Background: an optimization exercise with open tools, aiming at small area and a short achievable clock period. Do not read the settings as production practice.
Power figures rest on the tool's default switching activity, not on a simulated workload.

Setup of pine:
==> module op_dispatch, before the edit <==
module op_dispatch (
	input  logic                                     clk,
	input  logic                                     arst_n,
	input  logic                                     in_valid,
	input  logic [2:0]                               op,
	input  logic [alu_pkg::LANES*alu_pkg::WIDTH-1:0] a_bus,
	input  logic [alu_pkg::LANES*alu_pkg::WIDTH-1:0] b_bus,
	output logic                                     req_valid,
	output logic [2:0]                               req_op,
	output logic [alu_pkg::LANES*alu_pkg::WIDTH-1:0] req_sum,   
	output logic [alu_pkg::LANES*alu_pkg::NBLK-1:0]  req_gen    
);
	localparam int WIDTH = alu_pkg::WIDTH;
	localparam int LANES = alu_pkg::LANES;
	localparam int BLK   = alu_pkg::BLK;
	localparam int NBLK  = alu_pkg::NBLK;
	logic                   sub;
	logic [LANES*WIDTH-1:0] b_eff;
	logic [LANES*WIDTH-1:0] sum_d;
	logic [LANES*NBLK-1:0]  gen_d;
	assign sub   = (op != alu_pkg::ADD);  
	assign b_eff = b_bus ^ {(LANES*WIDTH){sub}};
	genvar j;
	generate
		for (j = 0; j < LANES*NBLK; j++)
		begin : g_blk
			assign {gen_d[j], sum_d[j*BLK +: BLK]} =
				{1'b0, a_bus[j*BLK +: BLK]} + {1'b0, b_eff[j*BLK +: BLK]};
		end
	endgenerate
	always_ff @(posedge clk or negedge arst_n)
	begin
		if (!arst_n)
			req_valid <= 1'b0;
		else
			req_valid <= in_valid;
	end
	always_ff @(posedge clk)
	begin
		req_op  <= op;
		req_sum <= sum_d;
		req_gen <= gen_d;
	end
endmodule
==> module alu_lane, before the edit <==
module alu_lane (
	input  logic                      clk,
	input  logic [2:0]                req_op,
	input  logic [alu_pkg::WIDTH-1:0] req_sum,   
	input  logic [alu_pkg::NBLK-1:0]  req_gen,   
	output logic [alu_pkg::WIDTH-1:0] result,
	output logic                      cout,
	output logic                      zero
);
	localparam int WIDTH = alu_pkg::WIDTH;
	localparam int BLK   = alu_pkg::BLK;
	localparam int NBLK  = alu_pkg::NBLK;
	logic             sub;
	logic             use_set;
	logic [NBLK-1:0]  prop;       
	logic [NBLK:0]    carry;      
	logic [WIDTH-1:0] sum;
	logic             sum_zero;
	logic             set_bit;
	logic [WIDTH-1:0] lane_res;
	assign sub     = (req_op != alu_pkg::ADD);
	assign use_set = req_op[2] | req_op[1];
	assign carry[0] = sub;  
	genvar j;
	generate
		for (j = 0; j < NBLK; j++)
		begin : g_blk
			assign prop[j]             = &req_sum[j*BLK +: BLK];
			assign carry[j+1]          = req_gen[j] | (prop[j] & carry[j]);
			assign sum[j*BLK +: BLK]   = req_sum[j*BLK +: BLK] + {{(BLK-1){1'b0}}, carry[j]};
		end
	endgenerate
	assign sum_zero = (sum == '0);
	always_comb
	begin
		case (req_op)
			alu_pkg::SEQ: set_bit = sum_zero;
			alu_pkg::SNE: set_bit = ~sum_zero;
			alu_pkg::SLT: set_bit = ~carry[NBLK];
			alu_pkg::SGT: set_bit = carry[NBLK] & ~sum_zero;
			alu_pkg::SLE: set_bit = ~carry[NBLK] | sum_zero;
			default:      set_bit = carry[NBLK];  
		endcase
		lane_res = use_set ? {{(WIDTH-1){1'b0}}, set_bit} : sum;
	end
	always_ff @(posedge clk)
	begin
		result <= lane_res;
		cout   <= carry[NBLK];  
		zero   <= use_set ? ~set_bit : sum_zero;
	end
endmodule
==> module alu_array_top, before the edit <==
module alu_array_top (
	input  logic         clk,
	input  logic         arst_n,
	input  logic         in_valid,
	input  logic [2:0]   op,          
	input  logic [127:0] a_bus,       
	input  logic [127:0] b_bus,
	output logic         out_valid,
	output logic [127:0] result_bus,
	output logic [3:0]   carry_bus,
	output logic [3:0]   zero_bus
);
	localparam int WIDTH = alu_pkg::WIDTH;
	localparam int LANES = alu_pkg::LANES;
	localparam int NBLK  = alu_pkg::NBLK;
	logic                   req_valid;
	logic [2:0]             req_op;
	logic [LANES*WIDTH-1:0] req_sum;
	logic [LANES*NBLK-1:0]  req_gen;
	logic [LANES*WIDTH-1:0] res_result;
	logic [LANES-1:0]       res_cout;
	logic [LANES-1:0]       res_zero;
	op_dispatch u_dispatch (
		.clk       (clk),
		.arst_n    (arst_n),
		.in_valid  (in_valid),
		.op        (op),
		.a_bus     (a_bus),
		.b_bus     (b_bus),
		.req_valid (req_valid),
		.req_op    (req_op),
		.req_sum   (req_sum),
		.req_gen   (req_gen)
	);
	genvar i;
	generate
		for (i = 0; i < LANES; i++)
		begin : g_lane
			alu_lane u_lane (
				.clk     (clk),
				.req_op  (req_op),
				.req_sum (req_sum[i*WIDTH +: WIDTH]),
				.req_gen (req_gen[i*NBLK +: NBLK]),
				.result  (res_result[i*WIDTH +: WIDTH]),
				.cout    (res_cout[i]),
				.zero    (res_zero[i])
			);
		end
	endgenerate
	result_collect u_collect (
		.clk        (clk),
		.arst_n     (arst_n),
		.req_valid  (req_valid),
		.res_result (res_result),
		.res_cout   (res_cout),
		.res_zero   (res_zero),
		.out_valid  (out_valid),
		.result_bus (result_bus),
		.carry_bus  (carry_bus),
		.zero_bus   (zero_bus)
	);
endmodule
export LEC_CHECK = 0
export CAP_MARGIN = 20
export CORE_MARGIN = 2
export CORE_UTILIZATION = 40
export SLEW_MARGIN = 20
create_clock -name core_clock -period 18.0 [get_ports {clk}]
standard.sh (not shown) runs the stock make flow with config.mk's settings and CLKGATE_MAP_FILE= SYNTH_SCRIPT=/design/flow/synth_recipe.tcl, a recipe that flattens the netlist after the stock synthesis.
==> flow/flow/run.sh <==
#!/bin/bash
# The standard layout, with the smallest buffer on every port instead of the
# one buffer_ports picks on its own, and a clock tree of smaller buffers
# without dummy loads.
set -euo pipefail
export BUFFER_PORTS_ARGS="-buffer_cell sky130_fd_sc_hd__buf_1"
export CTS_ARGS="-sink_clustering_enable -repair_clock_nets -dont_use_dummy_load -buf_list {sky130_fd_sc_hd__clkbuf_4 sky130_fd_sc_hd__clkbuf_8}"
bash standard.sh > standard.log 2>&1
Here is what was changed in the inputs of oak compared with pine.
-- flow/design.v --
<<< pine, line 4
	localparam int LANES   = 4;   
	localparam int LATENCY = 3;   
	localparam int BLK     = 4;   
	localparam int NBLK    = WIDTH / BLK;
	typedef enum logic [2:0] {
>>> oak, line 4
	localparam int LANES   = 4;   
	localparam int LATENCY = 3;   
	localparam int BLK     = 2;   
	localparam int NBLK    = WIDTH / BLK;
	typedef enum logic [2:0] {
<<< pine, line 29
	output logic                                     req_valid,
	output logic [2:0]                               req_op,
	output logic [alu_pkg::LANES*alu_pkg::WIDTH-1:0] req_sum,   
	output logic [alu_pkg::LANES*alu_pkg::NBLK-1:0]  req_gen    
>>> oak, line 29
	output logic                                     req_valid,
	output logic [2:0]                               req_op,
	output logic                                     req_sub,   
	output logic [alu_pkg::LANES*alu_pkg::WIDTH-1:0] req_sum,   
	output logic [alu_pkg::LANES*alu_pkg::NBLK-1:0]  req_gen    
<<< pine, line 60
	begin
		req_op  <= op;
		req_sum <= sum_d;
		req_gen <= gen_d;
>>> oak, line 61
	begin
		req_op  <= op;
		req_sub <= sub;
		req_sum <= sum_d;
		req_gen <= gen_d;
<<< pine, line 70
	input  logic                      clk,
	input  logic [2:0]                req_op,
	input  logic [alu_pkg::WIDTH-1:0] req_sum,   
	input  logic [alu_pkg::NBLK-1:0]  req_gen,   
>>> oak, line 72
	input  logic                      clk,
	input  logic [2:0]                req_op,
	input  logic                      req_sub,   
	input  logic [alu_pkg::WIDTH-1:0] req_sum,   
	input  logic [alu_pkg::NBLK-1:0]  req_gen,   
<<< pine, line 79
	localparam int BLK   = alu_pkg::BLK;
	localparam int NBLK  = alu_pkg::NBLK;
	logic             sub;
	logic             use_set;
	logic [NBLK-1:0]  prop;       
>>> oak, line 82
	localparam int BLK   = alu_pkg::BLK;
	localparam int NBLK  = alu_pkg::NBLK;
	localparam int LVLS  = $clog2(NBLK);
	logic             use_set;
	logic [NBLK-1:0]  prop;       
<<< pine, line 87
	logic             set_bit;
	logic [WIDTH-1:0] lane_res;
	assign sub     = (req_op != alu_pkg::ADD);
	assign use_set = req_op[2] | req_op[1];
	assign carry[0] = sub;  
	genvar j;
	generate
		for (j = 0; j < NBLK; j++)
		begin : g_blk
			assign prop[j]             = &req_sum[j*BLK +: BLK];
			assign carry[j+1]          = req_gen[j] | (prop[j] & carry[j]);
			assign sum[j*BLK +: BLK]   = req_sum[j*BLK +: BLK] + {{(BLK-1){1'b0}}, carry[j]};
		end
	endgenerate
>>> oak, line 90
	logic             set_bit;
	logic [WIDTH-1:0] lane_res;
	assign use_set = req_op[2] | req_op[1];
	logic [NBLK-1:0] gg [LVLS+1];
	logic [NBLK-1:0] pp [LVLS+1];
	genvar j, l;
	generate
		for (j = 0; j < NBLK; j++)
		begin : g_blk
			assign prop[j] = &req_sum[j*BLK +: BLK];
			if (j == 0)
			begin : g_first
				assign gg[0][j] = req_gen[j] | (prop[j] & req_sub);
				assign pp[0][j] = 1'b0;
			end
			else
			begin : g_rest
				assign gg[0][j] = req_gen[j];
				assign pp[0][j] = prop[j];
			end
		end
		for (l = 0; l < LVLS; l++)
		begin : g_lvl
			for (j = 0; j < NBLK; j++)
			begin : g_node
				if (j >= (1 << l))
				begin : g_comb
					assign gg[l+1][j] = gg[l][j] | (pp[l][j] & gg[l][j-(1<<l)]);
					assign pp[l+1][j] = pp[l][j] & pp[l][j-(1<<l)];
				end
				else
				begin : g_pass
					assign gg[l+1][j] = gg[l][j];
					assign pp[l+1][j] = pp[l][j];
				end
			end
		end
	endgenerate
	assign carry[0] = req_sub;  
	assign carry[NBLK:1] = gg[LVLS];
	generate
		for (j = 0; j < NBLK; j++)
		begin : g_sum
			assign sum[j*BLK +: BLK] = req_sum[j*BLK +: BLK] + {{(BLK-1){1'b0}}, carry[j]};
		end
	endgenerate
<<< pine, line 175
	logic                   req_valid;
	logic [2:0]             req_op;
	logic [LANES*WIDTH-1:0] req_sum;
	logic [LANES*NBLK-1:0]  req_gen;
>>> oak, line 210
	logic                   req_valid;
	logic [2:0]             req_op;
	logic                   req_sub;
	logic [LANES*WIDTH-1:0] req_sum;
	logic [LANES*NBLK-1:0]  req_gen;
<<< pine, line 189
		.req_valid (req_valid),
		.req_op    (req_op),
		.req_sum   (req_sum),
		.req_gen   (req_gen)
>>> oak, line 225
		.req_valid (req_valid),
		.req_op    (req_op),
		.req_sub   (req_sub),
		.req_sum   (req_sum),
		.req_gen   (req_gen)
<<< pine, line 199
				.clk     (clk),
				.req_op  (req_op),
				.req_sum (req_sum[i*WIDTH +: WIDTH]),
				.req_gen (req_gen[i*NBLK +: NBLK]),
>>> oak, line 236
				.clk     (clk),
				.req_op  (req_op),
				.req_sub (req_sub),
				.req_sum (req_sum[i*WIDTH +: WIDTH]),
				.req_gen (req_gen[i*NBLK +: NBLK]),
Hold slack down 0.0094 ns in oak wrt pine. Delta(met3 usage, oak - pine) > 0. Summary of oak over pine: fraction of synthesized cell area in xor and xnor cells -3.8 points, global-route wire length before repair +about 6.5%, relative contribution of combinational cells to total power -2.7 points.
No functional check of the RTL was part of any run of this note.

-- afterwards: timing with drivers on the ports --
The flow's constraints put no driver on any port. The routed layouts listed below were extracted and timed again, unchanged, in two steps. Step 1, drivers: a clkbuf_16 drives clk and a buf_2 each remaining input, both assumed. Step 2 adds t to the input delays and takes it off the output delays; t is the mean of the earliest and latest rising clock arrival at the registers after step 1. Input paths then give back, and output paths get back, about the clock's delay inside the block. a / b / c = no drivers / after step 1 / after step 2; a / b = the first two.
run	t, ns	slack for setup (ns)	worst setup path at the end
pine	0.622	12.571 / 12.595 / 11.973	input to register
oak	0.657	12.711 / 12.734 / 12.077	input to register
After both steps setup and hold are still met in every run listed. For oak, which loses most, drivers alone change the setup slack by +0.023 ns; drivers and shift together by -0.634 ns.
